Background: an optimization exercise with open tools, aiming at small area. Do not read the settings as production practice. At most, simulation tests tie the RTL to the original design; equivalence was not proved. Function not checked in run 1: the RTL went through the layout flow alone. No activity file was given, so power comes from the tool's default toggle rates.

==> flow/design.v <==
`timescale 1ns/100ps
module pcie_cfg_top (
    input  logic        clk_pcie,
    input  logic        rst,
    input  logic [63:0] i_cmd,
    input  logic        i_cmd_valid,
    output logic        o_cmd_ready,
    output logic [31:0] o_resp,
    output logic        o_resp_valid,
    input  logic        i_resp_ready,
    input  logic [63:0] i_stat,
    input  logic [31:0] i_cfg_mgmt_do,
    input  logic        i_cfg_mgmt_rd_wr_done,
    output logic [46:0] o_mgmt,
    output logic        o_cfg_mgmt_rd_en,
    output logic        o_cfg_mgmt_wr_en,
    output logic [63:0] o_cfg_dsn,
    output logic [15:0] o_pcie_id
);
    localparam logic [191:0] RW_RESET = {
        16'h0000,                        
        4'hf, 2'b00, 10'h000,            
        32'h0000_0000,                   
        64'h0000_0001_0200_0c17,         
        32'd24,                          
        16'h0000,                        
        16'h6745                         
    };
    localparam int DEPTH = 7;            
    logic [191:0] rw;
    logic         d_rd;                  
    logic         d_wr;                  
    logic [15:0]  d_addr;
    logic [15:0]  d_mask;                
    logic [15:0]  d_val;
    logic         st_rd;                 
    logic         st_wr;                 
    logic         res_valid;
    logic         res_any;               
    logic [9:0]   res_dwaddr;
    logic [3:0]   res_byte_en;
    logic [31:0]  res_data;
    logic [31:0]  mem [0:DEPTH-1];
    logic [2:0]   wp;                    
    logic [2:0]   rp;                    
    logic [2:0]   cnt;                   
    logic         pp;                    
    logic hold;
    logic accept;
    logic idle;
    assign idle        = ~st_rd & ~st_wr;
    assign hold        = rw[18] & (rw[16] | rw[17] | ~idle);
    assign o_cmd_ready = ~(cnt[2] & (cnt[1] | cnt[0])) & ~hold;
    assign accept      = i_cmd_valid & o_cmd_ready;
    always_ff @(posedge clk_pcie)
    begin
        d_rd   <= ~rst & accept & i_cmd[12];
        d_wr   <= ~rst & accept & i_cmd[13] & i_cmd[31];
        d_addr <= i_cmd[31:16];
        d_mask <= {i_cmd[39:32], i_cmd[47:40]};
        d_val  <= {i_cmd[55:48], i_cmd[63:56]};
    end
    logic done;
    logic start_ok;
    logic take_rd;
    logic take_wr;
    logic finish;
    assign done     = i_cfg_mgmt_rd_wr_done;
    assign start_ok = idle & ~done;
    assign take_rd  = start_ok & rw[16];
    assign take_wr  = start_ok & ~rw[16] & rw[17];
    assign finish   = ~idle & done;
    assign o_cfg_mgmt_rd_en = st_rd & ~done;
    assign o_cfg_mgmt_wr_en = st_wr & ~done;
    always_ff @(posedge clk_pcie)
    begin
        if (rst)
        begin
            st_rd     <= 1'b0;
            st_wr     <= 1'b0;
            res_valid <= 1'b0;
            res_any   <= 1'b0;
        end
        else
        begin
            st_rd <= take_rd | o_cfg_mgmt_rd_en;
            st_wr <= take_wr | o_cfg_mgmt_wr_en;
            if (take_rd | take_wr)
                res_valid <= 1'b0;
            else if (finish)
                res_valid <= 1'b1;
            if (finish)
                res_any <= 1'b1;
        end
    end
    always_ff @(posedge clk_pcie)
    begin
        if (finish)
        begin
            res_dwaddr  <= rw[169:160];
            res_byte_en <= rw[175:172];
            res_data    <= i_cfg_mgmt_do;
        end
    end
    logic [14:0]  off;
    logic         off_lo;                
    logic [23:0]  bsel;                  
    logic [7:0]   mask_e, mask_o;        
    logic [7:0]   val_e, val_o;
    logic [191:0] we;
    logic [191:0] wd;
    assign off    = d_addr[14:0];
    assign off_lo = (off[14:5] == 10'd0);
    assign mask_e = off[0] ? d_mask[15:8] : d_mask[7:0];
    assign mask_o = off[0] ? d_mask[7:0]  : d_mask[15:8];
    assign val_e  = off[0] ? d_val[15:8]  : d_val[7:0];
    assign val_o  = off[0] ? d_val[7:0]   : d_val[15:8];
    logic [27:0] dec;
    logic [27:0] sel;
    always_comb
    begin
        for (int v = 0; v < 28; v++)
            dec[v] = off_lo & (off[4:0] == 5'(v));
        sel[0] = dec[0];
        for (int b = 1; b < 28; b++)
            sel[b] = dec[b] | dec[b-1];
    end
    always_comb
    begin
        for (int b = 0; b < 24; b++)
        begin
            bsel[b] = d_wr & sel[b];
            for (int j = 0; j < 8; j++)
            begin
                we[8*b+j] = bsel[b] & ((b % 2 == 0) ? mask_e[j] : mask_o[j]);
                wd[8*b+j] = (b % 2 == 0) ? val_e[j] : val_o[j];
            end
        end
    end
    logic [191:0] en;
    logic [191:0] dd;
    always_comb
    begin
        for (int i = 0; i < 192; i++)
        begin
            en[i] = (rst | bsel[i/8]) & (rst | (((i/8) % 2 == 0) ? mask_e[i%8] : mask_o[i%8]));
            dd[i] = rst ? RW_RESET[i] : wd[i];
        end
        en[16] = rst | we[16] | take_rd;
        en[17] = rst | we[17] | take_wr;
        dd[16] = ~rst & we[16] & wd[16];
        dd[17] = ~rst & we[17] & wd[17];
    end
    always_ff @(posedge clk_pcie)
    begin
        for (int i = 0; i < 192; i++)
        begin
            if (en[i])
                rw[i] <= dd[i];
        end
    end
    assign o_cfg_dsn = rw[127:64];
    assign o_mgmt    = {rw[158:128], rw[169:160], rw[175:172], rw[170], rw[171]};
    assign o_pcie_id = i_stat[63:48];
    logic [7:0]  rob [0:27];             
    logic [27:0] rsel_rw;                
    logic [27:0] rsel_ro;                
    logic [7:0]  bx_e;                   
    logic [7:0]  bx_o;                   
    logic [15:0] rdata;
    always_comb
    begin
        rob[0]  = 8'h01;                rob[1]  = 8'h23;
        rob[2]  = {6'b0, o_cfg_mgmt_wr_en, o_cfg_mgmt_rd_en};
                                        rob[3]  = 8'h00;
        rob[4]  = 8'd28;                rob[5]  = 8'h00;
        rob[6]  = 8'h00;                rob[7]  = 8'h00;
        rob[8]  = i_stat[55:48];        rob[9]  = i_stat[63:56];
        rob[10] = i_stat[39:32];        rob[11] = i_stat[47:40];
        rob[12] = i_cfg_mgmt_do[7:0];   rob[13] = i_cfg_mgmt_do[15:8];
        rob[14] = i_cfg_mgmt_do[23:16]; rob[15] = i_cfg_mgmt_do[31:24];
        rob[16] = i_stat[23:16];        rob[17] = i_stat[31:24];
        rob[18] = i_stat[7:0];          rob[19] = i_stat[15:8];
        rob[20] = res_any ? res_dwaddr[7:0] : 8'h00;
        rob[21] = res_any ? {res_byte_en, res_valid, 1'b0, res_dwaddr[9:8]} : {4'h0, res_valid, 3'b000};
        rob[22] = 8'h00;                rob[23] = 8'h00;
        rob[24] = res_any ? res_data[7:0]   : 8'h00;
        rob[25] = res_any ? res_data[15:8]  : 8'h00;
        rob[26] = res_any ? res_data[23:16] : 8'h00;
        rob[27] = res_any ? res_data[31:24] : 8'h00;
        rsel_rw = {4'b0, dec[22], sel[22:0]} & {28{d_addr[15]}};
        rsel_ro = {dec[26], sel[26:0]} & {28{~d_addr[15]}};
        bx_e = 8'h00;
        bx_o = 8'h00;
        for (int b = 0; b < 28; b += 2)
        begin
            bx_e = bx_e | (rob[b] & {8{rsel_ro[b]}});
            bx_o = bx_o | (rob[b+1] & {8{rsel_ro[b+1]}});
            if (b < 24)
            begin
                bx_e = bx_e | (rw[8*b +: 8] & {8{rsel_rw[b]}});
                bx_o = bx_o | (rw[8*b+8 +: 8] & {8{rsel_rw[b+1]}});
            end
        end
        rdata = off[0] ? {bx_o, bx_e} : {bx_e, bx_o};
    end
    logic pop;
    assign o_resp_valid = (cnt != 3'd0);
    assign o_resp       = mem[rp];
    assign pop          = o_resp_valid & i_resp_ready;
    always_ff @(posedge clk_pcie)
    begin
        if (rst)
        begin
            wp  <= '0;
            rp  <= '0;
            cnt <= '0;
            pp  <= 1'b0;
        end
        else
        begin
            pp <= d_rd;
            if (d_rd)
                wp <= (wp == 3'(DEPTH - 1)) ? '0 : wp + 1'b1;
            if (pop)
                rp <= (rp == 3'(DEPTH - 1)) ? '0 : rp + 1'b1;
            cnt <= cnt + 3'(pp) - 3'(pop);
        end
    end
    always_ff @(posedge clk_pcie)
    begin
        if (d_rd)
            mem[wp] <= {d_addr, rdata};
    end
endmodule
==> flow/flow/run.sh <==
#!/bin/bash
# Own layout flow: the standard synthesis, then the combinational logic re-mapped for area
# (flip-flops kept exactly as the standard synthesis made them), then the standard ORFS layout
# with small port buffers and a clock tree of smaller buffers without dummy loads.
set -euo pipefail
HERE=$(pwd)
FLOWDIR=$HERE/flow
RES=$HERE/orfs/results/$FLOW_PLATFORM/pcie_cfg_top/base
LIB=$FLOW_HOME/platforms/$FLOW_PLATFORM/lib/sky130_fd_sc_hd__tt_025C_1v80.lib
YOSYS=$FLOW_HOME/../tools/install/yosys/bin/yosys; [[ -x $YOSYS ]] || YOSYS=yosys

# 1. Standard synthesis
bash standard.sh synth > $HERE/flow_synth.log 2>&1

# 2. Re-map the combinational logic with a few area scripts and keep the smallest result
cp $RES/1_2_yosys.v $HERE/1_2_yosys.standard.v
DONT_USE=$(sed -n '/DONT_USE_CELLS/,/^$/p' $FLOW_HOME/platforms/$FLOW_PLATFORM/config.mk | grep -o 'sky130_fd_sc_hd__[A-Za-z0-9_]*' | tr '\n' ' ')
SCRIPTS=(
  "+strash;dc2;dc2;dch,-f;amap,-F,5;topo"
  "+strash;dch,-f;amap;topo"
  "+strash;&get,-n;&deepsyn,-T,60;&put;dch,-f;amap;topo"
  "+strash;&get,-n;&deepsyn,-T,60,-S,7;&put;dch,-f;amap,-F,5;topo"
)
for i in "${!SCRIPTS[@]}"; do
  LIB=$LIB IN_V=$HERE/1_2_yosys.standard.v OUT_V=$HERE/remap_$i.v TOP=$FLOW_TOP \
    DONT_USE="$DONT_USE" ABC_OPTS="-script ${SCRIPTS[$i]}" \
    $YOSYS -c $FLOWDIR/resynth.tcl > $HERE/flow_resynth_$i.log 2>&1 &
done
wait
best=""; best_area=""
for i in "${!SCRIPTS[@]}"; do
  a=$(grep -o "Chip area for module.*: [0-9.]*" $HERE/remap_$i.v.stat | awk '{print $NF}' || true)
  echo "script $i area $a" >> $HERE/flow_resynth_pick.log
  if [[ -n "$a" ]] && { [[ -z "$best" ]] || awk -v a=$a -v b=$best_area 'BEGIN{exit !(a<b)}'; }; then
    best=$i; best_area=$a
  fi
done
echo "picked $best" >> $HERE/flow_resynth_pick.log
cp $HERE/remap_$best.v $RES/1_2_yosys.v
rm -f $RES/1_synth.odb $RES/1_synth.sdc

# 3. The rest of the standard layout
export BUFFER_PORTS_ARGS="-buffer_cell sky130_fd_sc_hd__buf_1"
export CTS_ARGS="-sink_clustering_enable -repair_clock_nets -dont_use_dummy_load -buf_list sky130_fd_sc_hd__clkbuf_8 -sink_clustering_size 25 -sink_clustering_max_diameter 50"
bash standard.sh > $HERE/flow_layout.log 2>&1
==> flow/flow/resynth.tcl <==
yosys -import
# Re-map the combinational logic of a synthesized netlist; flip-flops stay the cells they are.
set lib $::env(LIB)
read_liberty -ignore_miss_func $lib
blackbox sky130_fd_sc_hd__*df* sky130_fd_sc_hd__dlx* sky130_fd_sc_hd__dlr* sky130_fd_sc_hd__*dlclkp* sky130_fd_sc_hd__*dlat*
read_verilog -overwrite $::env(IN_V)
hierarchy -top $::env(TOP)
flatten
opt -purge
set dont_use {}
foreach c $::env(DONT_USE) { lappend dont_use -dont_use $c }
abc -liberty $lib {*}$dont_use {*}$::env(ABC_OPTS)
opt_clean -purge
hilomap -singleton -hicell sky130_fd_sc_hd__conb_1 HI -locell sky130_fd_sc_hd__conb_1 LO
splitnets
opt_clean -purge
insbuf -buf sky130_fd_sc_hd__buf_4 A X
tee -o $::env(OUT_V).stat stat -liberty $lib
write_verilog -noattr -nohex -nodec $::env(OUT_V)
==> flow/standard.sh <==
#!/bin/bash
# synth_recipe.tcl (not shown) runs the flow's synth.tcl, then flattens the netlist and writes it again
# the make line also repeats each setting of config.mk as NAME=value (left out here)
make -C /OpenROAD-flow-scripts/flow DESIGN_CONFIG=/design/flow/config.mk WORK_HOME=/design/flow/orfs CLKGATE_MAP_FILE= SYNTH_SCRIPT=/design/flow/synth_recipe.tcl "${@:-finish}"
==> flow/config.mk <==
export PLATFORM = sky130hd
export DESIGN_NAME = pcie_cfg_top
export DESIGN_NICKNAME = pcie_cfg_top
export VERILOG_FILES = /design/flow/design.v
export SDC_FILE = /design/flow/constraint.sdc
export NUM_CORES = 4
export LEC_CHECK = 0
export ABC_AREA = 1
export CAP_MARGIN = 20
export CORE_MARGIN = 2
export CORE_UTILIZATION = 60
export SLEW_MARGIN = 20
==> flow/constraint.sdc <==
create_clock -name core_clock -period 5.0 [get_ports {clk_pcie}]
set_input_delay 1.0000 -clock core_clock [delete_from_list [all_inputs] [get_ports {clk_pcie}]]
set_output_delay 1.0000 -clock core_clock [all_outputs]
set_load 0.01 [all_outputs]
==> results.txt, run 1 <==
Die Wd: 192 um
area grow syn2layout: 9.55%
row count: 68
# IOs: 328
Clock transition at path regs: 0.11 ns
drt pass-1 iters: 8
PwrDens: 335 nW/um^2
GRT met1 Usage: 44.4%
commonest non-fill, non-tap cells in the layout: 462 x edfxtp_1, 312 x buf_1, 308 x nor2_1
DRT iter0 DRCs: 2021
Fill cells: 2639
die area: 36800 um^2
startpoint types: flop
relative slew slack: 24.3%
worst skew pair latency: 0.62 ns
Remaining DRCs: 0
Worst Skew: 0.0676 ns
vias in the first global route: 14300
grt ovf: 0
final setup violation count: 0
met3 GRT Util: 5.13%
Sw Share: 23.5%
final HPWL from detailed placement: 42.2 mm
Int Power: 0.00594 W
CTS max path bufs: 3
initial antenna violation count: 2
post-route setup TNS: 0 ns
max frequency: 226 MHz
RSZ-0062 raised after global routing: false
Design Power: 0.00776 W
Top cell by count, worst path: clkinv_1
CP Capture Type: primary output
# clock sinks: 529
fin util: 66.9%
sequential power share: 65.5%
busiest layer in global routing: met2
Post-Syn Area: 21200 um^2
layout cells sized above 1: 7.17%
syn avg cell area: 13.7 um^2
MaxCap Viol Count: 0
combinational power share: 8.0%
Routed Wire Length: 61.0 mm
FF-to-FF setup slack: 0.65 ns
Worst EP required: 4.00 ns
Die Ht: 192 um
cts hold-fix bufs: 0
number of routed nets with antenna violations: 0
Critical Path Max Stage Delay: 0.88 ns
Fin. Hold Viols: 0
CP arrival: 3.42 ns
CP cell instances: clkinv_1 -> nor2_1 -> buf_4 -> clkinv_1 -> o32ai_1 -> a311oi_1 -> buf_1
DR vias: 15000
status: finished clean
CTS tree: done
WS Path Type: flop to primary output
Psw: 0.00182 W
Post-Syn Nets: 1704
Leak: 7.62 nW
Crit Path Max Fanout: 31
peak supply drop: 0.256 mV
Hold Path Class: input pin to flop
Routed wire per std cell: 26.5 um
count of pins over their slew limit: 0
Initial Util: 61.1%
routing usage on met2: 54.5%
Final nets: 2009
Tcrit/Tclk final: 88.4%
gpl congestion: 0.924
# Post-CTS Setup Buffers: 0
minimum clock period: 4.42 ns
most common cell after layout, fill and taps aside: edfxtp_1
IO buf count: 313
Yosys warnings: 2
H-Tree Depth: 2
Gate Count Post-Synth: 1539
Clock power frac: 26.5%
CTS-repair resized insts: 0
Root Driver: clkbuf_8
CP max-delay cell: dfxtp_2
first-pass GRT wire length: 87.6 mm
cts bufs inserted: 43
largest net degree at the start of global routing: 51
All-Layer GR Usage: 32.9%
final hold slack: 0.469 ns
Worst Tran Pin Value: 1.14 ns
vias per cell: 6.52
core area: 34600 um^2
[power by group through the flow]
stage / Combinational, W / Clock (W) / Sequential (W)
2_1_floorplan: 0.000393 / 0 / 0.00514
3_3_place_gp: 0.000590 / 0 / 0.00518
3_5_place_dp: 0.000604 / 0 / 0.00518
4_1_cts: 0.000606 / 0.00207 / 0.00508
5_1_grt: 0.000665 / 0.00223 / 0.00510
6_report: 0.000619 / 0.00205 / 0.00509
[stage by stage]
step / instances / area, um^2 / worst slack (ns)
2_1_floorplan: 1539 / 21200 / 0.784
3_3_place_gp: 2250 / 22500 / 0.804
6_report: 2299 / 23200 / 0.580
4_1_cts: 2294 / 23100 / 0.570
3_5_place_dp: 2251 / 22500 / 0.733
5_1_grt: 2298 / 23200 / 0.341
[flip-flops by register name, indices dropped and copies added, names as in the netlist, 3 cells and up, named ones only]
| name | cells |
|---|---|
| rp | 3 |
| rw | 192 |
| cnt | 3 |
| d_mask | 16 |
| res_byte_en | 4 |
| d_addr | 16 |
| wp | 3 |
| d_val | 16 |
| res_dwaddr | 10 |
| res_data | 32 |
| mem | 224 |
[layer usage]
layer  vias up  routed length [um]
met1      7421               23000
met5         -                  11
met3       145                5740
met2       920               30000
li1       6495                   -
met4         2                2310
[worst max-delay path, delay by kind of cell (launching register included)]
| kind | cells | cell delay (ns) |
|---|---|---|
| buffers and inverters | 4 | 1.25 |
| flip-flops | 1 | 0.88 |
| AO/OA/AOI/OAI | 2 | 0.51 |
| AND/OR/NAND/NOR | 1 | 0.14 |
[worst paths after layout]
kind / startpoint / endpoint / cells past startpoint
setup / recovery: flop / o_resp[4] / 7
hold / removal: i_cmd[55] / d_val[15] / 1
setup reg to reg: d_addr[11] / mem[3][9] / 10
hold reg to reg: res_any / res_any / 2
[cell type report]
| cell class | count | area [um^2] | area share (%) |
|---|---|---|---|
| multi-input combinational | 802 | 4750 | 20.5 |
| tap | 455 | 569 | 2.46 |
| timing repair buffer | 387 | 1740 | 7.49 |
| inverter | 81 | 304 | 1.31 |
| antenna | 2 | 5.00 | 0.0216 |
| sequential | 529 | 15200 | 65.7 |
| clock buffer | 43 | 592 | 2.55 |
==> inputs of run 2 (changes only) <==
--- a/flow/design.v
+++ b/flow/design.v
@@ -30,7 +30,9 @@
     logic [191:0] rw;
     logic         d_rd;                  
     logic         d_wr;                  
-    logic [15:0]  d_addr;
+    logic         d_sp;                  
+    logic         d_lo;                  
+    logic [4:0]   d_off;                 
     logic [15:0]  d_mask;                
     logic [15:0]  d_val;
     logic         st_rd;                 
@@ -40,9 +42,10 @@
     logic [9:0]   res_dwaddr;
     logic [3:0]   res_byte_en;
     logic [31:0]  res_data;
-    logic [31:0]  mem [0:DEPTH-1];
-    logic [2:0]   wp;                    
-    logic [2:0]   rp;                    
+    logic [15:0]  maddr [0:DEPTH-1];     
+    logic [15:0]  mdata [0:DEPTH-1];     
+    logic [DEPTH-1:0] wp;                
+    logic [DEPTH-1:0] rp;                
     logic [2:0]   cnt;                   
     logic         pp;                    
     logic hold;
@@ -56,7 +59,9 @@
     begin
         d_rd   <= ~rst & accept & i_cmd[12];
         d_wr   <= ~rst & accept & i_cmd[13] & i_cmd[31];
-        d_addr <= i_cmd[31:16];
+        d_sp   <= i_cmd[31];
+        d_lo   <= (i_cmd[30:21] == 10'd0);
+        d_off  <= i_cmd[20:16];
         d_mask <= {i_cmd[39:32], i_cmd[47:40]};
         d_val  <= {i_cmd[55:48], i_cmd[63:56]};
     end
@@ -102,15 +107,15 @@
             res_data    <= i_cfg_mgmt_do;
         end
     end
-    logic [14:0]  off;
+    logic [4:0]   off;
     logic         off_lo;                
     logic [23:0]  bsel;                  
     logic [7:0]   mask_e, mask_o;        
     logic [7:0]   val_e, val_o;
     logic [191:0] we;
     logic [191:0] wd;
-    assign off    = d_addr[14:0];
-    assign off_lo = (off[14:5] == 10'd0);
+    assign off    = d_off;
+    assign off_lo = d_lo;
     assign mask_e = off[0] ? d_mask[15:8] : d_mask[7:0];
     assign mask_o = off[0] ? d_mask[7:0]  : d_mask[15:8];
     assign val_e  = off[0] ? d_val[15:8]  : d_val[7:0];
@@ -188,8 +193,8 @@
         rob[25] = res_any ? res_data[15:8]  : 8'h00;
         rob[26] = res_any ? res_data[23:16] : 8'h00;
         rob[27] = res_any ? res_data[31:24] : 8'h00;
-        rsel_rw = {4'b0, dec[22], sel[22:0]} & {28{d_addr[15]}};
-        rsel_ro = {dec[26], sel[26:0]} & {28{~d_addr[15]}};
+        rsel_rw = {4'b0, dec[22], sel[22:0]} & {28{d_sp}};
+        rsel_ro = {dec[26], sel[26:0]} & {28{~d_sp}};
         bx_e = 8'h00;
         bx_o = 8'h00;
         for (int b = 0; b < 28; b += 2)
@@ -204,16 +209,25 @@
         end
         rdata = off[0] ? {bx_o, bx_e} : {bx_e, bx_o};
     end
-    logic pop;
+    logic             pop;
+    logic [DEPTH-1:0] ap;                
+    logic [31:0]      head;
     assign o_resp_valid = (cnt != 3'd0);
-    assign o_resp       = mem[rp];
     assign pop          = o_resp_valid & i_resp_ready;
+    assign ap           = d_rd ? {wp[DEPTH-2:0], wp[DEPTH-1]} : wp;
+    always_comb
+    begin
+        head = '0;
+        for (int k = 0; k < DEPTH; k++)
+            head = head | ({maddr[k], mdata[k]} & {32{rp[k]}});
+    end
+    assign o_resp = head;
     always_ff @(posedge clk_pcie)
     begin
         if (rst)
         begin
-            wp  <= '0;
-            rp  <= '0;
+            wp  <= DEPTH'(1);
+            rp  <= DEPTH'(1);
             cnt <= '0;
             pp  <= 1'b0;
         end
@@ -221,15 +235,20 @@
         begin
             pp <= d_rd;
             if (d_rd)
-                wp <= (wp == 3'(DEPTH - 1)) ? '0 : wp + 1'b1;
+                wp <= {wp[DEPTH-2:0], wp[DEPTH-1]};
             if (pop)
-                rp <= (rp == 3'(DEPTH - 1)) ? '0 : rp + 1'b1;
+                rp <= {rp[DEPTH-2:0], rp[DEPTH-1]};
             cnt <= cnt + 3'(pp) - 3'(pop);
         end
     end
     always_ff @(posedge clk_pcie)
     begin
-        if (d_rd)
-            mem[wp] <= {d_addr, rdata};
+        for (int k = 0; k < DEPTH; k++)
+        begin
+            if (accept & i_cmd[12] & ap[k])
+                maddr[k] <= i_cmd[31:16];
+            if (d_rd & wp[k])
+                mdata[k] <= rdata;
+        end
     end
 endmodule
--- a/flow/flow/run.sh
+++ b/flow/flow/run.sh
@@ -17,14 +17,19 @@
 DONT_USE=$(sed -n '/DONT_USE_CELLS/,/^$/p' $FLOW_HOME/platforms/$FLOW_PLATFORM/config.mk | grep -o 'sky130_fd_sc_hd__[A-Za-z0-9_]*' | tr '\n' ' ')
 SCRIPTS=(
   "+strash;dc2;dc2;dch,-f;amap,-F,5;topo"
-  "+strash;dch,-f;amap;topo"
   "+strash;&get,-n;&deepsyn,-T,60;&put;dch,-f;amap;topo"
+  "+strash;&get,-n;&deepsyn,-T,60;&put;dch,-f;amap,-F,5;topo"
   "+strash;&get,-n;&deepsyn,-T,60,-S,7;&put;dch,-f;amap,-F,5;topo"
+  "+strash;&get,-n;&deepsyn,-T,60,-S,1;&put;dch,-f;amap;topo"
+  "+strash;&get,-n;&deepsyn,-T,60,-S,2;&put;dch,-f;amap;topo"
+  "+strash;&get,-n;&deepsyn,-T,60,-S,3;&put;dch,-f;amap,-F,5;topo"
+  "+strash;&get,-n;&deepsyn,-T,60,-S,4;&put;&get,-n;&dch,-f;&nf,-R,1000;&put;topo"
 )
 for i in "${!SCRIPTS[@]}"; do
   LIB=$LIB IN_V=$HERE/1_2_yosys.standard.v OUT_V=$HERE/remap_$i.v TOP=$FLOW_TOP \
     DONT_USE="$DONT_USE" ABC_OPTS="-script ${SCRIPTS[$i]}" \
     $YOSYS -c $FLOWDIR/resynth.tcl > $HERE/flow_resynth_$i.log 2>&1 &
+  if (( i % ${NUM_CORES:-4} == ${NUM_CORES:-4} - 1 )); then wait; fi
 done
 wait
 best=""; best_area=""
==> results.txt, run 2 <==
status: finished clean
CP arrival: 3.98 ns (+0.56 ns)
cell area after layout: 22700 um^2 (-2.2%)
syn avg cell area: 14.5 um^2 (+5.3%)
count of pins over their slew limit: 0 (unchanged)
pre-CTS setup slack: 1.44 ns (+0.710 ns)
worst skew pair latency: 0.63 ns (about the same)
final setup violation count: 0 (unchanged)
Final Worst Setup Slack: 1.33 ns (+0.749 ns)
post-route setup TNS: 0 ns (unchanged)
CTS tree: done
final hold slack: 0.448 ns (-0.0209 ns)
footprint of the multi-input gates: 4840 um^2 (+1.9%)
RSZ-0062 raised after global routing: false
Worst Skew: 0.0638 ns (-0.00374 ns)
Leak: 7.67 nW (+0.61%)
Yosys warnings: 4 (+2)
cts hold-fix bufs: 0 (unchanged)
Worst EP required: 5.30 ns (+1.30 ns)
# Post-CTS Setup Buffers: 0 (unchanged)
vias per cell: 6.60 (+1.3%)
Initial Util: 60.7% (-0.43 points)
Tcrit/Tclk final: 73.4% (-15 points)
number of flip-flops under the largest register name: 192 (-14%)
area post-placement: 22000 um^2 (-2.2%)
Crit Path Max Fanout: 26 (-16%)
Fin. Hold Viols: 0 (unchanged)
Root Driver: clkbuf_8
Largest Register: rw
PwrDens: 335 nW/um^2 (about the same)
WS Path Type: flop to flop
most common cell after layout, fill and taps aside: edfxtp_1
Post-Syn Area: 20900 um^2 (-1.2%)
Fill cells: 2664 (+0.95%)
Design Power: 0.00759 W (-2.1%)
largest net degree at the start of global routing: 53 (+3.9%)
layout cells sized above 1: 6.01% (-1.2 points)
DRT iter0 DRCs: 1918 (-5.1%)
Routed wire per std cell: 28.0 um (+5.4%)
Top Registers: rw (192), maddr (112), mdata (112)
cts bufs inserted: 44 (+2.3%)
relative slew slack: 18.7% (-5.5 points)
MaxCap Viol Count: 0 (unchanged)
Die Ht: 191 um (-0.59%)
Hold Path Class: flop to flop
CTS-repair resized insts: 0 (unchanged)
commonest non-fill, non-tap cells in the layout: 462 x edfxtp_1, 312 x buf_1, 249 x nor2_1
first-pass GRT wire length: 86.1 mm (-1.7%)
Remaining DRCs: 0 (unchanged)
area grow syn2layout: 8.42%
initial antenna violation count: 3 (+1)
minimum clock period: 3.67 ns (-0.749 ns)
grt ovf: 0 (unchanged)
Gate Count Post-Synth: 1444 (-6.2%)
H-Tree Depth: 2 (unchanged)
max frequency: 272 MHz (+20%)
IO buf count: 313 (unchanged)
number of routed nets with antenna violations: 0 (unchanged)
row count: 68 (unchanged)
# clock sinks: 525 (-0.76%)
# IOs: 328 (unchanged)
Clock transition at path regs: 0.12 ns (about the same)
DR vias: 14300 (-4.4%)
peak supply drop: 0.229 mV (-10%)
gpl congestion: 0.954 (+3.3%)
CP Capture Type: flop
Final nets: 1881 (-6.4%)
core area: 34500 um^2 (-0.49%)
All-Layer GR Usage: 33.2% (+0.27 points)
startpoint types: flop
CTS max path bufs: 3 (unchanged)
Die Wd: 191 um (-0.59%)
Routed Wire Length: 60.7 mm (-0.47%)
die area: 36300 um^2 (-1.2%)
final HPWL from detailed placement: 39.8 mm (-5.7%)
Post-Syn Nets: 1609 (-5.6%)
Worst Tran Pin Value: 1.21 ns (+0.0788 ns)
drt pass-1 iters: 9 (+1)
vias in the first global route: 13400 (-6.3%)
Reg area: 15100 um^2 (-0.48%)
-- run 2: path summary, 6_finish.rpt --
path	startpoint	to	slack, ns	depth (start not counted)
worst min-delay path	rw[161]	res_dwaddr[1]	0.45	0
worst max-delay path	d_off[0]	mdata[5][8]	1.33	10
worst min register to register	rw[161]	res_dwaddr[1]	0.45	0
worst max register to register	d_off[0]	mdata[5][8]	1.33	10
-- run 2: where the power goes --
part	leakage [nW]	internal [W]	switching (W)	total [W]
sequential	5.03	0.00492	0.0000898	0.00501
clock	0.316	0.000789	0.00129	0.00208
combinational	2.32	0.000145	0.000355	0.000500
-- run 2: routing by layer --
metal | GRT usage, % | part of all wire, %
met1 | 46.5 | 38
met4 | 11.6 | 3.5
met2 | 52.1 | 47
met5 | 0 | 0.043
met3 | 7.03 | 11
-- run 2: critical path, stage by stage (launching register included) --
cell      delay [ns]
dfxtp_1         0.33
buf_4           0.30
nor2_1          0.14
a21oi_1         0.56
nor3_1          0.11
buf_4           0.19
and2_0          0.37
a222oi_1        0.42
nand4_1         0.18
a211o_1         0.30
mux2_1          0.42
-- run 2: cell type report --
| class | count | share of cell area, % |
|---|---|---|
| sequential | 525 | 66.8 |
| multi-input combinational | 786 | 21.4 |
| timing repair buffer | 353 | 6.50 |
| clock buffer | 44 | 2.67 |
| tap | 455 | 2.51 |
| inverter | 6 | 0.0994 |
| antenna | 1 | 0.0110 |
-- run 2: stage by stage --
step	cells	util, %
floorplan	1444	-
global placement	2123	63.9
detailed placement	2124	63.9
CTS	2168	65.7
global route	2169	65.8
finish	2170	65.8
==> inputs of run 3 (changes only) <==
--- a/flow/flow/run.sh
+++ b/flow/flow/run.sh
@@ -46,5 +46,5 @@
 
 # 3. The rest of the standard layout
 export BUFFER_PORTS_ARGS="-buffer_cell sky130_fd_sc_hd__buf_1"
-export CTS_ARGS="-sink_clustering_enable -repair_clock_nets -dont_use_dummy_load -buf_list sky130_fd_sc_hd__clkbuf_8 -sink_clustering_size 25 -sink_clustering_max_diameter 50"
+export CTS_ARGS="-sink_clustering_enable -repair_clock_nets -dont_use_dummy_load -buf_list sky130_fd_sc_hd__clkbuf_4 -sink_clustering_size 10 -sink_clustering_max_diameter 35"
 bash standard.sh > $HERE/flow_layout.log 2>&1
--- a/flow/config.mk
+++ b/flow/config.mk
@@ -8,5 +8,5 @@
 export ABC_AREA = 1
 export CAP_MARGIN = 20
 export CORE_MARGIN = 2
-export CORE_UTILIZATION = 60
+export CORE_UTILIZATION = 72
 export SLEW_MARGIN = 20
==> results.txt, run 3 <==
Clock transition at path regs: 0.10 ns (-0.02 ns)
cts hold-fix bufs: 0 (unchanged)
All-Layer GR Usage: 37.7% (+4.5 points)
Initial Util: 73.0% (+12 points)
Gate Count Post-Synth: 1444 (unchanged)
row count: 62 (-8.8%)
Worst Skew: 0.108 ns (+0.0437 ns)
# Post-CTS Setup Buffers: 0 (unchanged)
Die Wd: 174 um (-8.5%)
Post-Syn Area: 20900 um^2 (unchanged)
status: finished clean
DR vias: 14900 (+4.1%)
Hold Path Class: input pin to flop
routing usage on met2: 58.7% (+6.6 points)
startpoint types: flop
initial antenna violation count: 2 (-1)
Root Driver: clkbuf_4
peak supply drop: 0.224 mV (-2.5%)
DRT iter0 DRCs: 2682 (+40%)
final setup violation count: 0 (unchanged)
post-route setup TNS: 0 ns (unchanged)
vias per cell: 7.05 (+6.8%)
cts bufs inserted: 71 (+61%)
minimum clock period: 3.77 ns (+0.0940 ns)
CP arrival: 4.27 ns (+0.29 ns)
CP Capture Type: flop
Leak: 7.62 nW (-0.60%)
# clock sinks: 525 (unchanged)
worst skew pair latency: 0.74 ns (+0.11 ns)
CTS max path bufs: 3 (unchanged)
RSZ-0062 raised after global routing: false
max frequency: 266 MHz (-2.5%)
fin util: 78.3% (+13 points)
Crit Path Max Fanout: 8 (-69%)
Remaining DRCs: 0 (unchanged)
Tcrit/Tclk final: 75.3% (+1.9 points)
WS Path Type: flop to flop
vias in the first global route: 14000 (+4.7%)
Non-Filler Instances: 2115 (-2.5%)
GRT met1 Usage: 51.1% (+4.6 points)
die area: 30400 um^2 (-16%)
CTS tree: done
grt ovf: 0 (unchanged)
FF-to-FF setup slack: 1.23 ns (-0.09 ns)
commonest non-fill, non-tap cells in the layout: 462 x edfxtp_1, 312 x buf_1, 249 x nor2_1
Top Registers: rw (192), maddr (112), mdata (112)
gpl congestion: 0.963 (+0.96%)
syn avg cell area: 14.5 um^2 (unchanged)
Placed Cells incl. Taps: 2043 (-3.8%)
Fin. Hold Viols: 0 (unchanged)
Yosys warnings: 4 (unchanged)
Routed Wire Length: 58.7 mm (-3.3%)
Die Ht: 174 um (-8.5%)
Final nets: 1897 (+0.85%)
# IOs: 328 (unchanged)
layout cells sized above 1: 6.94% (+0.93 points)
PwrDens: 332 nW/um^2 (-0.81%)
most common cell after layout, fill and taps aside: edfxtp_1
relative slew slack: 17.5% (-1.2 points)
number of flip-flops under the largest register name: 192 (unchanged)
area grow syn2layout: 7.29%
largest net degree at the start of global routing: 49 (-7.5%)
busiest layer in global routing: met2
number of routed nets with antenna violations: 0 (unchanged)
Fill cells: 1790 (-33%)
drt pass-1 iters: 10 (+1)
met3 GRT Util: 9.67% (+2.6 points)
first-pass GRT wire length: 83.9 mm (-2.6%)
final HPWL from detailed placement: 38.2 mm (-4.1%)
IO buf count: 313 (unchanged)
CTS-repair resized insts: 0 (unchanged)
MaxCap Viol Count: 0 (unchanged)
count of pins over their slew limit: 0 (unchanged)
Worst Tran Pin Value: 1.24 ns (+0.0223 ns)
core area: 28600 um^2 (-17%)
Post-Syn Nets: 1609 (unchanged)
H-Tree Depth: 3 (+1)
Largest Register: rw
Routed wire per std cell: 27.8 um (-0.79%)
Worst EP required: 5.51 ns (+0.21 ns)
run 3: final cells by class:
| cell class | count | area, um^2 | share of cell area [%] |
|---|---|---|---|
| diodes | 1 | 2.50 | 0.0112 |
| clock buffers | 71 | 533 | 2.38 |
| inverters | 6 | 22.5 | 0.100 |
| multi-input cells | 786 | 4850 | 21.6 |
| flip-flops and latches | 525 | 15100 | 67.5 |
| well taps | 384 | 480 | 2.14 |
| repair buffers | 342 | 1390 | 6.22 |
run 3: worst max-delay path: stages (launching register included):
cell and delay [ns]:
dfxtp_1 0.48, nor2b_1 0.45, nand3_1 0.34, o22ai_1 0.40, nor2b_1 0.98, a222oi_1 0.23, nand4_1 0.19, a211o_1 0.21
mux2_1 0.30
run 3: metrics by stage:
step           cell area, um^2  setup WS [ns]  hold slack (ns)  total power, W
2_1_floorplan            20900           2.03            0.448         0.00538
3_3_place_gp             21800           1.57            0.462         0.00556
3_5_place_dp             21900           1.57            0.472         0.00558
4_1_cts                  22400           1.51            0.323         0.00742
5_1_grt                  22400           1.19            0.318         0.00764
6_report                 22400           1.23            0.352         0.00745
run 3: worst paths after layout:
kind,startpoint,endpoint,cells past startpoint
setup / recovery,d_lo,mdata[6][10],8
hold / removal,i_cmd[37],d_mask[13],1
setup reg to reg,d_lo,mdata[6][10],8
hold reg to reg,rw[168],res_dwaddr[8],0
run 3: layer usage:
| metal | part of all wire (%) | wire, um | vias to the layer above |
|---|---|---|---|
| li1 | - | - | 6238 |
| met1 | 34 | 19800 | 7133 |
| met2 | 47 | 27600 | 1318 |
| met3 | 15 | 8710 | 223 |
| met4 | 4.3 | 2530 | 2 |
| met5 | 0.017 | 10 | - |
run 3: power breakdown:
part / switching (W) / internal (W) / total (W)
clock network: 0.00129 / 0.000655 / 0.00194
registers: 0.0000922 / 0.00492 / 0.00501
logic: 0.000353 / 0.000142 / 0.000495
==> inputs of run 4 (changes only) <==
--- a/flow/config.mk
+++ b/flow/config.mk
@@ -8,5 +8,5 @@
 export ABC_AREA = 1
 export CAP_MARGIN = 20
 export CORE_MARGIN = 2
-export CORE_UTILIZATION = 72
+export CORE_UTILIZATION = 60
 export SLEW_MARGIN = 20
==> results.txt, run 4 <==
status: finished clean
commonest non-fill, non-tap cells in the layout: 462 x edfxtp_1, 312 x buf_1, 249 x nor2_1
peak supply drop: 0.235 mV (+4.9%)
Worst Tran Pin Value: 1.23 ns (-0.00307 ns)
sequential power share: 66.1% (-1.2 points)
Leak: 7.71 nW (+1.2%)
RSZ-0062 raised after global routing: false
CTS max path bufs: 3 (unchanged)
CP arrival: 4.15 ns (-0.12 ns)
Psw: 0.00179 W (+2.9%)
Post-Syn Area: 20900 um^2 (unchanged)
relative slew slack: 17.7% (+0.20 points)
Yosys warnings: 4 (unchanged)
final setup violation count: 0 (unchanged)
DR vias: 14500 (-2.5%)
Die Ht: 191 um (+9.3%)
hold_sp: i_cmd[61]
combinational power share: 6.6% (about the same)
fin util: 65.8% (-13 points)
Sw Share: 23.6% (+0.29 points)
count of pins over their slew limit: 0 (unchanged)
largest net degree at the start of global routing: 53 (+8.2%)
# Post-CTS Setup Buffers: 0 (unchanged)
Routed Wire Length: 61.1 mm (+4.0%)
worst skew pair latency: 0.79 ns (+0.05 ns)
vias per cell: 6.59 (-6.6%)
vias in the first global route: 13700 (-2.2%)
Top Registers: rw (192), maddr (112), mdata (112)
layout cells sized above 1: 7.89% (+0.96 points)
number of routed nets with antenna violations: 0 (unchanged)
Fill cells: 2701 (+51%)
Initial Util: 60.7% (-12 points)
Routed wire per std cell: 27.7 um (-0.38%)
Worst Skew: 0.0815 ns (-0.0260 ns)
worst reg2reg startpoint: d_off[0]
Worst EP required: 5.47 ns (-0.04 ns)
H-Tree Depth: 3 (unchanged)
reg2reg path depth: 10 (+2)
# clock sinks: 525 (unchanged)
Root Driver: clkbuf_4
CTS tree: done
Die Wd: 191 um (+9.3%)
Remaining DRCs: 0 (unchanged)
Final nets: 1915 (+0.95%)
most common cell after layout, fill and taps aside: edfxtp_1
Fin. Hold Viols: 0 (unchanged)
Hold Path Class: input pin to flop
FF-to-FF setup slack: 1.32 ns (+0.09 ns)
beginning of the critical path: d_off[0]
MaxCap Viol Count: 0 (unchanged)
area grow syn2layout: 8.40%
Hold Crit Depth: 1 (unchanged)
# IOs: 328 (unchanged)
Tcrit/Tclk final: 73.5% (-1.8 points)
CP Capture Type: flop
final HPWL from detailed placement: 39.8 mm (+4.2%)
Clock power frac: 27.2% (+1.1 points)
syn avg cell area: 14.5 um^2 (unchanged)
startpoint types: flop
max frequency: 272 MHz (+2.4%)
Placed Cells incl. Taps: 2124 (+4.0%)
die area: 36300 um^2 (+20%)
Crit Path Max Fanout: 26 (+18)
CTS-repair resized insts: 0 (unchanged)
cts hold-fix bufs: 0 (unchanged)
Clock transition at path regs: 0.09 ns (about the same)
Gate Count Post-Synth: 1444 (unchanged)
Reg2Reg Capture Point: mdata[5][0]
post-route setup TNS: 0 ns (unchanged)
minimum clock period: 3.68 ns (-0.0895 ns)
cts bufs inserted: 79 (+11%)
Non-Filler Instances: 2207 (+4.3%)
Largest Register: rw
number of flip-flops under the largest register name: 192 (unchanged)
drt pass-1 iters: 7 (-3)
All-Layer GR Usage: 33.5% (-4.2 points)
initial antenna violation count: 5 (+3)
grt ovf: 0 (unchanged)
gpl congestion: 0.954 (-0.95%)
Hold EP: d_val[5]
WS Path Type: flop to flop
Post-Syn Nets: 1609 (unchanged)
row count: 68 (+9.7%)
core area: 34500 um^2 (+20%)
IO buf count: 313 (unchanged)
first-pass GRT wire length: 86.7 mm (+3.3%)
Int Power: 0.00579 W (+1.3%)
DRT iter0 DRCs: 1979 (-26%)
PwrDens: 334 nW/um^2 (+0.62%)
run 4: final cells by class:
| type | instances | area (um^2) | share of cell area, % |
|---|---|---|---|
| inverters | 6 | 22.5 | 0.0994 |
| repair buffers | 352 | 1470 | 6.48 |
| well taps | 455 | 569 | 2.51 |
| diodes | 4 | 10.0 | 0.0442 |
| flip-flops and latches | 525 | 15100 | 66.8 |
| clock buffers | 79 | 593 | 2.62 |
| multi-input cells | 786 | 4850 | 21.4 |
run 4: metal layers:
metal | vias to the layer above | wire length, um | global-route usage, %
li1 | 6271 | - | -
met1 | 7137 | 22800 | 46.0
met2 | 954 | 28800 | 52.2
met3 | 175 | 7250 | 8.30
met4 | 4 | 2140 | 12.7
met5 | - | 27 | 0
run 4: power groups by stage:
stage	logic [W]	clock network (W)	registers (W)
6_report	0.000502	0.00206	0.00501
5_1_grt	0.000541	0.00225	0.00502
4_1_cts	0.000494	0.00209	0.00501
3_5_place_dp	0.000493	0	0.00511
3_3_place_gp	0.000482	0	0.00510
2_1_floorplan	0.000314	0	0.00507
run 4: critical path, cell delays in order, from the launching register on:
cell	delay (ns)
dfxtp_1	0.32
buf_4	0.31
nor2_1	0.14
a21oi_1	0.56
nor3_1	0.11
buf_4	0.19
and2_0	0.38
a222oi_1	0.45
nand4_1	0.20
a211o_1	0.31
mux2_1	0.42
run 4: stage by stage:
stage	worst slack (ns)	cell area (um^2)	hold slack (ns)	total power, W
3_5_place_dp	1.44	22000	0.478	0.00560
2_1_floorplan	2.03	20900	0.448	0.00538
3_3_place_gp	1.48	22000	0.467	0.00559
6_report	1.32	22700	0.301	0.00758
4_1_cts	1.40	22600	0.266	0.00759
5_1_grt	1.21	22700	0.261	0.00781
run 4: worst max path at each step:
stage                     depth (start not counted)  slack [ns]      endpoint
after global routing                              9        1.21   mdata[6][1]
final                                            10        1.32   mdata[5][0]
after global placement                            9        1.48  mdata[0][11]
after CTS                                         9        1.40  mdata[3][11]
after floorplan                                   8        2.03   mdata[0][0]
after detailed placement                          9        1.44  mdata[5][11]
==> inputs of run 5 (changes only) <==
--- a/flow/flow/run.sh
+++ b/flow/flow/run.sh
@@ -46,5 +46,5 @@
 
 # 3. The rest of the standard layout
 export BUFFER_PORTS_ARGS="-buffer_cell sky130_fd_sc_hd__buf_1"
-export CTS_ARGS="-sink_clustering_enable -repair_clock_nets -dont_use_dummy_load -buf_list sky130_fd_sc_hd__clkbuf_4 -sink_clustering_size 10 -sink_clustering_max_diameter 35"
+export CTS_ARGS="-sink_clustering_enable -repair_clock_nets -dont_use_dummy_load -buf_list sky130_fd_sc_hd__clkbuf_4 -sink_clustering_size 10 -sink_clustering_max_diameter 40"
 bash standard.sh > $HERE/flow_layout.log 2>&1
--- a/flow/config.mk
+++ b/flow/config.mk
@@ -8,5 +8,5 @@
 export ABC_AREA = 1
 export CAP_MARGIN = 20
 export CORE_MARGIN = 2
-export CORE_UTILIZATION = 60
+export CORE_UTILIZATION = 80
 export SLEW_MARGIN = 20
==> results.txt, run 5 <==
gpl congestion: 0.968 (+1.4%)
CTS max path bufs: 3 (unchanged)
worst reg2reg startpoint: d_off[0]
reg2reg path depth: 9 (-1)
number of flip-flops under the largest register name: 192 (unchanged)
Reg2Reg Capture Point: mdata[2][1]
H-Tree Depth: 2 (-1)
cts hold-fix bufs: 0 (unchanged)
FF-to-FF setup slack: 1.31 ns (-0.02 ns)
Critical Path Max Stage Delay: 0.52 ns (-0.04 ns)
core area: 25800 um^2 (-25%)
Tcrit/Tclk final: 73.9% (+0.35 points)
largest net degree at the start of global routing: 42 (-21%)
# IOs: 328 (unchanged)
Root Driver: clkbuf_4
Leak: 7.58 nW (-1.7%)
Routed wire per std cell: 29.1 um (+5.3%)
final HPWL from detailed placement: 39.1 mm (-1.7%)
CP max-delay cell: a21oi_1
area post-placement: 21800 um^2 (-1.1%)
Clock transition at path regs: 0.11 ns (+0.02 ns)
commonest non-fill, non-tap cells in the layout: 462 x edfxtp_1, 312 x buf_1, 249 x nor2_1
MaxCap Viol Count: 0 (unchanged)
drt pass-1 iters: 9 (+2)
hold_sp: i_cmd[32]
Die Wd: 166 um (-13%)
CP Capture Type: flop
worst skew pair latency: 0.80 ns (about the same)
cts bufs inserted: 60 (-24%)
vias in the first global route: 14800 (+8.2%)
grt ovf: 0 (unchanged)
cell area after layout: 22300 um^2 (-1.7%)
area grow syn2layout: 6.61%
count of pins over their slew limit: 0 (unchanged)
RSZ-0062 raised after global routing: false
Hold Path Class: input pin to flop
Worst Tran Pin Value: 1.27 ns (+0.0376 ns)
Routed Wire Length: 59.9 mm (-1.8%)
# clock sinks: 525 (unchanged)
layout cells sized above 1: 6.28% (-1.6 points)
vias per cell: 7.43 (+13%)
CP arrival: 4.13 ns (-0.02 ns)
Remaining DRCs: 0 (unchanged)
number of routed nets with antenna violations: 0 (unchanged)
DRT iter0 DRCs: 3113 (+57%)
post-route setup TNS: 0 ns (unchanged)
Top Registers: rw (192), maddr (112), mdata (112)
minimum clock period: 3.69 ns (+0.0176 ns)
initial antenna violation count: 3 (-2)
most common cell after layout, fill and taps aside: edfxtp_1
Hold EP: d_mask[8]
Design Power: 0.00735 W (-2.9%)
All-Layer GR Usage: 42.9% (+9.4 points)
Yosys warnings: 4 (unchanged)
die area: 27400 um^2 (-25%)
Largest Register: rw
peak supply drop: 0.351 mV (+50%)
Crit Path Max Fanout: 26 (unchanged)
WS Path Type: flop to flop
Worst Skew: 0.0759 ns (-0.00559 ns)
Post-Syn Nets: 1609 (unchanged)
# Post-CTS Setup Buffers: 0 (unchanged)
final setup violation count: 0 (unchanged)
Gate Count Post-Synth: 1444 (unchanged)
CP cell instances: buf_4 -> nor2_1 -> a21oi_1 -> nor3_1 -> and2_0 -> a222oi_1 -> nand4_1 -> a211o_1 -> mux2_1
CTS-repair resized insts: 0 (unchanged)
Die Ht: 166 um (-13%)
max frequency: 271 MHz (-0.48%)
DR vias: 15300 (+5.2%)
row count: 59 (-13%)
Hold Crit Depth: 1 (unchanged)
relative slew slack: 14.9% (-2.8 points)
Fin. Hold Viols: 0 (unchanged)
CTS tree: done
IO buf count: 313 (unchanged)
Initial Util: 80.9% (+20 points)
syn avg cell area: 14.5 um^2 (unchanged)
PwrDens: 330 nW/um^2 (-1.3%)
Final nets: 1887 (-1.5%)
status: finished clean
startpoint types: flop
Worst EP required: 5.44 ns (-0.03 ns)
first-pass GRT wire length: 87.5 mm (+0.99%)
Post-Syn Area: 20900 um^2 (unchanged)
## run 5: cell count changes in the layout (fill, tap and decap cells not counted), sizes merged
cell,before,now
buf,351,342
diode,4,3
clkbuf,80,61
## run 5: routing by layer
| layer | wire [um] | track usage (%) | up-vias |
|---|---|---|---|
| li1 | - | - | 6208 |
| met1 | 18600 | 55.5 | 7138 |
| met2 | 27600 | 66.4 | 1598 |
| met3 | 9690 | 13.1 | 349 |
| met4 | 4000 | 23.6 | 0 |
| met5 | 0 | 0 | - |
## run 5: how the worst max path moves through the flow
| stage | from | endpoint | cells past startpoint |
|---|---|---|---|
| after floorplan | d_off[0] | mdata[0][0] | 8 |
| after global placement | rst | rw[107] | 4 |
| after detailed placement | rst | rw[6] | 5 |
| after CTS | d_off[0] | mdata[2][1] | 9 |
| after global routing | d_off[0] | mdata[2][1] | 9 |
| final | d_off[0] | mdata[2][1] | 9 |
## run 5: per-stage QoR
step                      cells  worst slack, ns  hold WS (ns)  utilization [%]
after detailed placement   1993             1.50         0.470             84.3
after global placement     1993             1.60         0.464             84.3
final                      2058             1.31         0.281             86.2
after global routing       2056             1.21         0.285             86.2
after floorplan            1444             2.03         0.448                -
after CTS                  2053             1.48         0.283             86.0
## run 5: worst max-delay path, delay by kind of cell (launching register included)
| kind | cells | cell delay, ns |
|---|---|---|
| AOI/OAI and AO/OA | 3 | 1.24 |
| and+or+nand+nor | 4 | 1.05 |
| muxes | 1 | 0.44 |
| DFF | 1 | 0.32 |
| buffers and inverters | 1 | 0.31 |
## run 5: power by group
part	internal, W	switching [W]
Clock	0.000548	0.00129
Sequential	0.00492	0.0000955
Combinational	0.000142	0.000360
## run 5: area by class of cell
cell class,instances,area [um^2]
multi-input cells,786,4840
inverters,6,22.5
diodes,3,7.51
well taps,335,419
clock buffers,60,450
repair buffers,343,1400
fillers,1268,3550
flip-flops and latches,525,15100
==> inputs of run 6 (changes only) <==
--- a/flow/config.mk
+++ b/flow/config.mk
@@ -8,5 +8,6 @@
 export ABC_AREA = 1
 export CAP_MARGIN = 20
 export CORE_MARGIN = 2
-export CORE_UTILIZATION = 80
+export CORE_UTILIZATION = 72
+export GPL_ROUTABILITY_DRIVEN = 0
 export SLEW_MARGIN = 20
==> results.txt, run 6 <==
status: finished clean
area post-placement: 21800 um^2 (+0.28%)
Worst Skew: 0.0624 ns (-0.0136 ns)
Sw Share: 23.4% (-0.31 points)
Post-Syn Nets: 1609 (unchanged)
Gate Count Post-Synth: 1444 (unchanged)
vias in the first global route: 14000 (-5.8%)
DRT iter0 DRCs: 2497 (-20%)
startpoint types: flop
die area: 30400 um^2 (+11%)
Fin. Hold Viols: 0 (unchanged)
worst skew pair latency: 0.76 ns (-0.04 ns)
grt ovf: 0 (unchanged)
Die Wd: 174 um (+5.3%)
number of flip-flops under the largest register name: 192 (unchanged)
Top Registers: rw (192), maddr (112), mdata (112)
Die Ht: 174 um (+5.3%)
sequential power share: 68.3% (about the same)
final hold slack: 0.331 ns (+0.0497 ns)
cell area after layout: 22400 um^2 (+0.33%)
# IOs: 328 (unchanged)
most common cell after layout, fill and taps aside: edfxtp_1
Remaining DRCs: 0 (unchanged)
relative slew slack: 17.2% (+2.3 points)
Hold Path Class: input pin to flop
CP Capture Type: flop
Post-Syn Area: 20900 um^2 (unchanged)
WS Path Type: flop to flop
Final nets: 1887 (unchanged)
Clock transition at path regs: 0.11 ns (about the same)
IO buf count: 313 (unchanged)
largest net degree at the start of global routing: 35 (-17%)
# Post-CTS Setup Buffers: 0 (unchanged)
Critical Path Max Stage Delay: 0.85 ns (+0.33 ns)
core area: 28600 um^2 (+11%)
Int Power: 0.00562 W (+0.17%)
Routed Wire Length: 58.1 mm (-3.1%)
Tcrit/Tclk final: 72.4% (-1.4 points)
Crit Path Max Fanout: 8 (-69%)
fin util: 78.1% (-8.1 points)
All-Layer GR Usage: 37.6% (-5.4 points)
final HPWL from detailed placement: 37.8 mm (-3.3%)
cts bufs inserted: 61 (+1.7%)
count of pins over their slew limit: 0 (unchanged)
commonest non-fill, non-tap cells in the layout: 462 x edfxtp_1, 312 x buf_1, 248 x nor2_1
row count: 62 (+5.1%)
Worst EP required: 5.57 ns (+0.13 ns)
# clock sinks: 525 (unchanged)
peak supply drop: 0.227 mV (-35%)
minimum clock period: 3.62 ns (-0.0713 ns)
syn avg cell area: 14.5 um^2 (unchanged)
H-Tree Depth: 2 (unchanged)
CP cell instances: nor2b_1 -> nand3_1 -> o22ai_1 -> nor2b_1 -> a222oi_1 -> nand4_1 -> a211o_1 -> mux2_1
CTS-repair resized insts: 0 (unchanged)
first-pass GRT wire length: 83.5 mm (-4.6%)
Initial Util: 73.0% (-7.9 points)
DR vias: 14800 (-3.3%)
cts hold-fix bufs: 0 (unchanged)
combinational power share: 6.7% (about the same)
layout cells sized above 1: 6.45% (+0.17 points)
number of routed nets with antenna violations: 0 (unchanged)
Design Power: 0.00734 W (-0.24%)
max frequency: 276 MHz (+2.0%)
MaxCap Viol Count: 0 (unchanged)
drt pass-1 iters: 8 (-1)
Leak: 7.58 nW (about the same)
Largest Register: rw
RSZ-0062 raised after global routing: false
Top cell by count, worst path: nor2b_1
CTS tree: done
CP arrival: 4.19 ns (+0.06 ns)
Routed wire per std cell: 27.6 um (-5.3%)
PwrDens: 328 nW/um^2 (-0.56%)
CTS max path bufs: 3 (unchanged)
vias per cell: 7.02 (-5.5%)
area grow syn2layout: 6.96%
final setup violation count: 0 (unchanged)
Psw: 0.00172 W (-1.6%)
post-route setup TNS: 0 ns (unchanged)
initial antenna violation count: 2 (-1)
Clock power frac: 25.0% (about the same)
Worst Tran Pin Value: 1.24 ns (-0.0291 ns)
CP max-delay cell: nor2b_1
Yosys warnings: 4 (unchanged)
Root Driver: clkbuf_4
[run 6: cell types whose count changed in the layout (fill, tap and decap cells not counted), moves of 2 or more]
cell	delta
a21oi_2	+2
nor3_1	-2
clkbuf_4	+2
a21oi_1	-2
nor3_2	+2
[run 6: routing by layer]
metal	part of all wire, %	track usage (%)	up-vias
li1	-	-	6211
met1	34	50.0	7043
met2	47	58.9	1284
met3	14	9.71	248
met4	4.9	17.4	5
met5	0.11	0.962	-
[run 6: per-stage QoR]
| step | setup slack, ns | instances |
|---|---|---|
| after global routing | 1.26 | 2105 |
| after detailed placement | 1.61 | 2041 |
| final | 1.38 | 2106 |
| after floorplan | 2.03 | 1444 |
| after CTS | 1.61 | 2102 |
| after global placement | 1.62 | 2041 |
[run 6: cell type report]
| class | count | area, um^2 |
|---|---|---|
| Clock buffer | 61 | 458 |
| Antenna cell | 2 | 5.00 |
| Sequential cell | 525 | 15100 |
| Tap cell | 384 | 480 |
| Fill cell | 1768 | 6270 |
| Inverter | 6 | 22.5 |
| Multi-Input combinational cell | 786 | 4850 |
| Timing Repair Buffer | 342 | 1390 |
[run 6: power groups by stage]
stage | clock network [W] | registers, W | logic [W]
2_1_floorplan | 0 | 0.00507 | 0.000314
3_3_place_gp | 0 | 0.00510 | 0.000462
3_5_place_dp | 0 | 0.00511 | 0.000477
4_1_cts | 0.00182 | 0.00501 | 0.000479
5_1_grt | 0.00197 | 0.00502 | 0.000526
6_report | 0.00183 | 0.00501 | 0.000492
[run 6: path summary, 6_finish.rpt]
kind | from | end | slack [ns] | depth (start not counted)
min | i_cmd[48] | d_val[8] | 0.33 | 1
max | d_lo | mdata[6][10] | 1.38 | 8
max reg2reg | d_lo | mdata[6][10] | 1.38 | 8
min reg2reg | rw[163] | res_dwaddr[3] | 0.44 | 0
[run 6: critical path, delay by kind of cell, from the launching register on]
family	cells	cell delay [ns]
flops	1	0.53
simple gates	4	1.82
compound gates	3	0.80
mux	1	0.30
==> inputs of run 7 (changes only) <==
--- a/flow/config.mk
+++ b/flow/config.mk
@@ -9,5 +9,4 @@
 export CAP_MARGIN = 20
 export CORE_MARGIN = 2
 export CORE_UTILIZATION = 72
-export GPL_ROUTABILITY_DRIVEN = 0
 export SLEW_MARGIN = 20
==> results.txt, run 7 <==
peak supply drop: 0.240 mV (+5.7%)
Routed Wire Length: 58.6 mm (+0.94%)
Die Wd: 174 um (unchanged)
CTS max path bufs: 3 (unchanged)
Largest Register: rw
Fin. Hold Viols: 0 (unchanged)
Yosys warnings: 4 (unchanged)
PwrDens: 327 nW/um^2 (-0.21%)
# clock sinks: 525 (unchanged)
H-Tree Depth: 2 (unchanged)
RSZ-0062 raised after global routing: false
Hold Crit Depth: 1 (unchanged)
footprint of the multi-input gates: 4840 um^2 (-0.15%)
Top Registers: rw (192), maddr (112), mdata (112)
vias in the first global route: 14000 (-0.15%)
number of flip-flops under the largest register name: 192 (unchanged)
MaxCap Viol Count: 0 (unchanged)
core area: 28600 um^2 (unchanged)
CP Capture Type: flop
area grow syn2layout: 6.87% (about the same)
Root Driver: clkbuf_4
pre-CTS setup slack: 1.57 ns (-0.0431 ns)
final setup violation count: 0 (unchanged)
Critical Path Max Stage Delay: 0.92 ns (+0.07 ns)
CP arrival: 4.17 ns (-0.02 ns)
DR vias: 14800 (+0.22%)
CP cell instances: nor2b_1 -> nand3_1 -> o22ai_1 -> nor2b_1 -> a222oi_1 -> nand4_1 -> a211o_1 -> mux2_1
Top cell by count, worst path: nor2b_1
Post-Syn Nets: 1609 (unchanged)
Routed wire per std cell: 27.9 um (+1.0%)
drt pass-1 iters: 10 (+2)
worst skew pair latency: 0.77 ns (about the same)
largest net degree at the start of global routing: 49 (+40%)
Remaining DRCs: 0 (unchanged)
WS Path Type: flop to flop
Non-Filler Instances: 2104 (-0.095%)
Leak: 7.57 nW (about the same)
die area: 30400 um^2 (unchanged)
gpl congestion: 0.963
Worst Skew: 0.0729 ns (+0.0105 ns)
Initial Util: 73.0% (unchanged)
post-route setup TNS: 0 ns (unchanged)
Fill cells: 1801 (+1.9%)
count of pins over their slew limit: 0 (unchanged)
CTS tree: done
reg2reg path depth: 8 (unchanged)
initial antenna violation count: 2 (unchanged)
CP max-delay cell: nor2b_1
startpoint types: flop
Tcrit/Tclk final: 71.7% (-0.78 points)
Placed Cells incl. Taps: 2043 (+0.098%)
row count: 62 (unchanged)
Gate Count Post-Synth: 1444 (unchanged)
Post-Syn Area: 20900 um^2 (unchanged)
grt ovf: 0 (unchanged)
Worst Tran Pin Value: 1.29 ns (+0.0497 ns)
fin util: 78.0% (about the same)
layout cells sized above 1: 6.28% (-0.17 points)
minimum clock period: 3.58 ns (-0.0391 ns)
status: finished clean
most common cell after layout, fill and taps aside: edfxtp_1
Final nets: 1886 (-0.053%)
CTS-repair resized insts: 0 (unchanged)
FF-to-FF setup slack: 1.42 ns (+0.04 ns)
relative slew slack: 13.8% (-3.3 points)
All-Layer GR Usage: 37.7% (+0.12 points)
vias per cell: 7.05 (+0.32%)
first-pass GRT wire length: 83.7 mm (+0.26%)
# Post-CTS Setup Buffers: 0 (unchanged)
max frequency: 279 MHz (+1.1%)
number of routed nets with antenna violations: 0 (unchanged)
final HPWL from detailed placement: 38.2 mm (+0.92%)
DRT iter0 DRCs: 2662 (+6.6%)
# IOs: 328 (unchanged)
cts hold-fix bufs: 0 (unchanged)
Reg area: 15100 um^2 (unchanged)
IO buf count: 313 (unchanged)
commonest non-fill, non-tap cells in the layout: 462 x edfxtp_1, 312 x buf_1, 249 x nor2_1
Design Power: 0.00731 W (-0.29%)
Worst EP required: 5.59 ns (+0.02 ns)
Clock transition at path regs: 0.11 ns (about the same)
syn avg cell area: 14.5 um^2 (unchanged)
Hold Path Class: input pin to flop
Die Ht: 174 um (unchanged)
cts bufs inserted: 59 (-3.3%)
Crit Path Max Fanout: 8 (unchanged)
Final Worst Setup Slack: 1.42 ns (+0.0391 ns)
==> run 7: critical path: cells and delay by family, from the launching register on <==
kind / cells / cell delay, ns
flops: 1 / 0.48
simple gates: 4 / 1.87
compound gates: 3 / 0.76
mux: 1 / 0.30
==> run 7: worst paths after layout <==
check | from | end
setup / recovery | d_lo | mdata[1][10]
hold / removal | i_cmd[33] | d_mask[9]
setup reg to reg | d_lo | mdata[1][10]
hold reg to reg | rw[161] | res_dwaddr[1]
==> run 7: per-layer routing <==
metal / part of all wire, % / up-vias / global-route usage [%]
li1: - / 6205 / -
met1: 34 / 7140 / 50.9
met3: 15 / 230 / 9.78
met4: 4.4 / 2 / 15.7
met5: 0.014 / - / 0.481
met2: 47 / 1247 / 59.1
==> run 7: final cells by class <==
| class | count | share of cell area, % |
|---|---|---|
| timing repair buffer | 343 | 6.27 |
| multi-input combinational | 786 | 21.7 |
| clock buffer | 59 | 1.98 |
| inverter | 6 | 0.101 |
| sequential | 525 | 67.8 |
| tap | 384 | 2.15 |
| antenna | 1 | 0.0112 |
==> run 7: stage by stage <==
stage / hold WS (ns) / cell area (um^2)
after floorplan: 0.448 / 20900
after global placement: 0.462 / 21800
after detailed placement: 0.472 / 21900
after CTS: 0.321 / 22300
after global routing: 0.316 / 22300
final: 0.322 / 22300
==> run 7: where the power goes <==
group | internal (W) | switching [W]
Sequential | 0.00492 | 0.0000921
Combinational | 0.000142 | 0.000352
Clock | 0.000540 | 0.00127
Total | 0.00560 | 0.00171
==> inputs of run 8 (changes only) <==
--- a/flow/config.mk
+++ b/flow/config.mk
@@ -6,7 +6,7 @@
 export NUM_CORES = 4
 export LEC_CHECK = 0
 export ABC_AREA = 1
-export CAP_MARGIN = 20
+export CAP_MARGIN = 10
 export CORE_MARGIN = 2
 export CORE_UTILIZATION = 72
-export SLEW_MARGIN = 20
+export SLEW_MARGIN = 10
==> results.txt, run 8 <==
status: finished clean
sequential power share: 68.4% (about the same)
most common cell after layout, fill and taps aside: edfxtp_1
Yosys warnings: 4 (unchanged)
Leak: 7.57 nW (about the same)
Worst Skew: 0.0723 ns (-0.000617 ns)
CTS tree: done
All-Layer GR Usage: 37.7% (about the same)
CTS-repair resized insts: 0 (unchanged)
vias in the first global route: 13800 (-0.96%)
IO buf count: 313 (unchanged)
Reg2Reg Capture Point: mdata[6][13]
Routed wire per std cell: 27.8 um (-0.28%)
Fill cells: 1830 (+1.6%)
Remaining DRCs: 0 (unchanged)
Worst Tran Pin Value: 1.33 ns (+0.0356 ns)
Gate Count Post-Synth: 1444 (unchanged)
count of pins over their slew limit: 0 (unchanged)
combinational power share: 6.7% (about the same)
final setup violation count: 0 (unchanged)
layout cells sized above 1: 5.93% (-0.35 points)
final HPWL from detailed placement: 38.2 mm (+0.15%)
CP max-delay cell: dfxtp_1
Final Worst Setup Slack: 1.37 ns (-0.0422 ns)
# Post-CTS Setup Buffers: 0 (unchanged)
# IOs: 328 (unchanged)
Top Registers: rw (192), maddr (112), mdata (112)
post-route setup TNS: 0 ns (unchanged)
Initial Util: 73.0% (unchanged)
Largest Register: rw
CP arrival: 4.12 ns (-0.05 ns)
Psw: 0.00171 W (about the same)
DR vias: 14800 (+0.061%)
area grow syn2layout: 6.73%
Tcrit/Tclk final: 72.5% (+0.84 points)
Int Power: 0.00562 W (+0.27%)
syn avg cell area: 14.5 um^2 (unchanged)
Fin. Hold Viols: 0 (unchanged)
MaxCap Viol Count: 0 (unchanged)
RSZ-0062 raised after global routing: false
Critical Path Max Stage Delay: 0.89 ns (-0.03 ns)
H-Tree Depth: 2 (unchanged)
Routed Wire Length: 58.5 mm (-0.23%)
Clock transition at path regs: 0.11 ns (about the same)
pre-CTS setup slack: 1.54 ns (-0.0225 ns)
FF-to-FF setup slack: 1.37 ns (-0.04 ns)
reg2reg path depth: 8 (unchanged)
number of flip-flops under the largest register name: 192 (unchanged)
first-pass GRT wire length: 83.8 mm (+0.11%)
CP cell instances: or3_1 -> nor2_1 -> buf_4 -> and2_0 -> a22oi_1 -> nand3_1 -> or3_1 -> mux2_1
WS Path Type: flop to flop
Hold Path Class: input pin to flop
core area: 28600 um^2 (unchanged)
grt ovf: 0 (unchanged)
number of routed nets with antenna violations: 0 (unchanged)
beginning of the critical path: d_sp
relative slew slack: 11.5% (-2.4 points)
cts hold-fix bufs: 0 (unchanged)
Die Wd: 174 um (unchanged)
commonest non-fill, non-tap cells in the layout: 462 x edfxtp_1, 312 x buf_1, 249 x nor2_1
Hold Crit Depth: 1 (unchanged)
Worst EP required: 5.50 ns (-0.09 ns)
Worst Setup EP: mdata[6][13]
max frequency: 276 MHz (-1.2%)
largest net degree at the start of global routing: 49 (unchanged)
row count: 62 (unchanged)
Top cell by count, worst path: or3_1
Post-Syn Area: 20900 um^2 (unchanged)
footprint of the multi-input gates: 4810 um^2 (-0.75%)
die area: 30400 um^2 (unchanged)
CP Capture Type: flop
run 8: cell count changes in the layout (fill, tap and decap cells not counted):
cell | previous run | this run
a21oi_2 | 3 | 0
a21oi_1 | 40 | 43
o22ai_1 | 13 | 17
buf_4 | 30 | 29
o22ai_2 | 4 | 0
clkbuf_4 | 59 | 61
run 8: how the worst min path moves through the flow:
stage          startpoint       endpoint
5_1_grt         i_cmd[54]      d_val[14]
3_3_place_gp      rw[161]  res_dwaddr[1]
2_1_floorplan      cnt[2]         cnt[2]
6_report        i_cmd[32]      d_mask[8]
4_1_cts         i_cmd[32]      d_mask[8]
3_5_place_dp      rw[167]  res_dwaddr[7]
run 8: power by group through the flow:
stage | clock (W) | combinational [W] | sequential [W]
2_1_floorplan | 0 | 0.000314 | 0.00507
3_3_place_gp | 0 | 0.000463 | 0.00510
3_5_place_dp | 0 | 0.000477 | 0.00511
4_1_cts | 0.00180 | 0.000478 | 0.00501
5_1_grt | 0.00196 | 0.000522 | 0.00502
6_report | 0.00183 | 0.000491 | 0.00501
run 8: layer usage:
layer | wire length (um) | track usage, %
met3 | 8560 | 9.27
met5 | 11 | 0
met4 | 2720 | 16.2
met1 | 19900 | 51.5
met2 | 27300 | 58.8
run 8: cell type report:
type | instances | share of cell area, %
sequential | 525 | 67.9
multi-input combinational | 786 | 21.6
timing repair buffer | 342 | 6.25
tap | 384 | 2.15
clock buffer | 61 | 2.05
inverter | 6 | 0.101
antenna | 1 | 0.0112
run 8: worst max-delay path: cells and delay by family (launching register included):
family          cells  cell delay, ns
mux                 1            0.43
buf+inv             1            0.20
compound gates      1            0.36
simple gates        5            1.48
flops               1            0.89
run 8: metrics by stage:
stage | power, W | instances | util, % | hold slack [ns] | instance area [um^2]
after floorplan | 0.00538 | 1444 | - | 0.448 | 20900
after global placement | 0.00556 | 2042 | 76.3 | 0.462 | 21800
after detailed placement | 0.00558 | 2042 | 76.3 | 0.474 | 21800
after CTS | 0.00729 | 2103 | 77.9 | 0.325 | 22300
after global routing | 0.00751 | 2105 | 77.9 | 0.315 | 22300
final | 0.00733 | 2105 | 77.9 | 0.329 | 22300

Re-timed with assumed drivers on the ports (clkbuf_16 on the clock, buf_2 on other inputs), run 8 has 1.374 ns of setup slack against 1.374 ns with ideal ports, and 1.374 ns once port delays also move by the mid clock arrival of 0.792 ns.
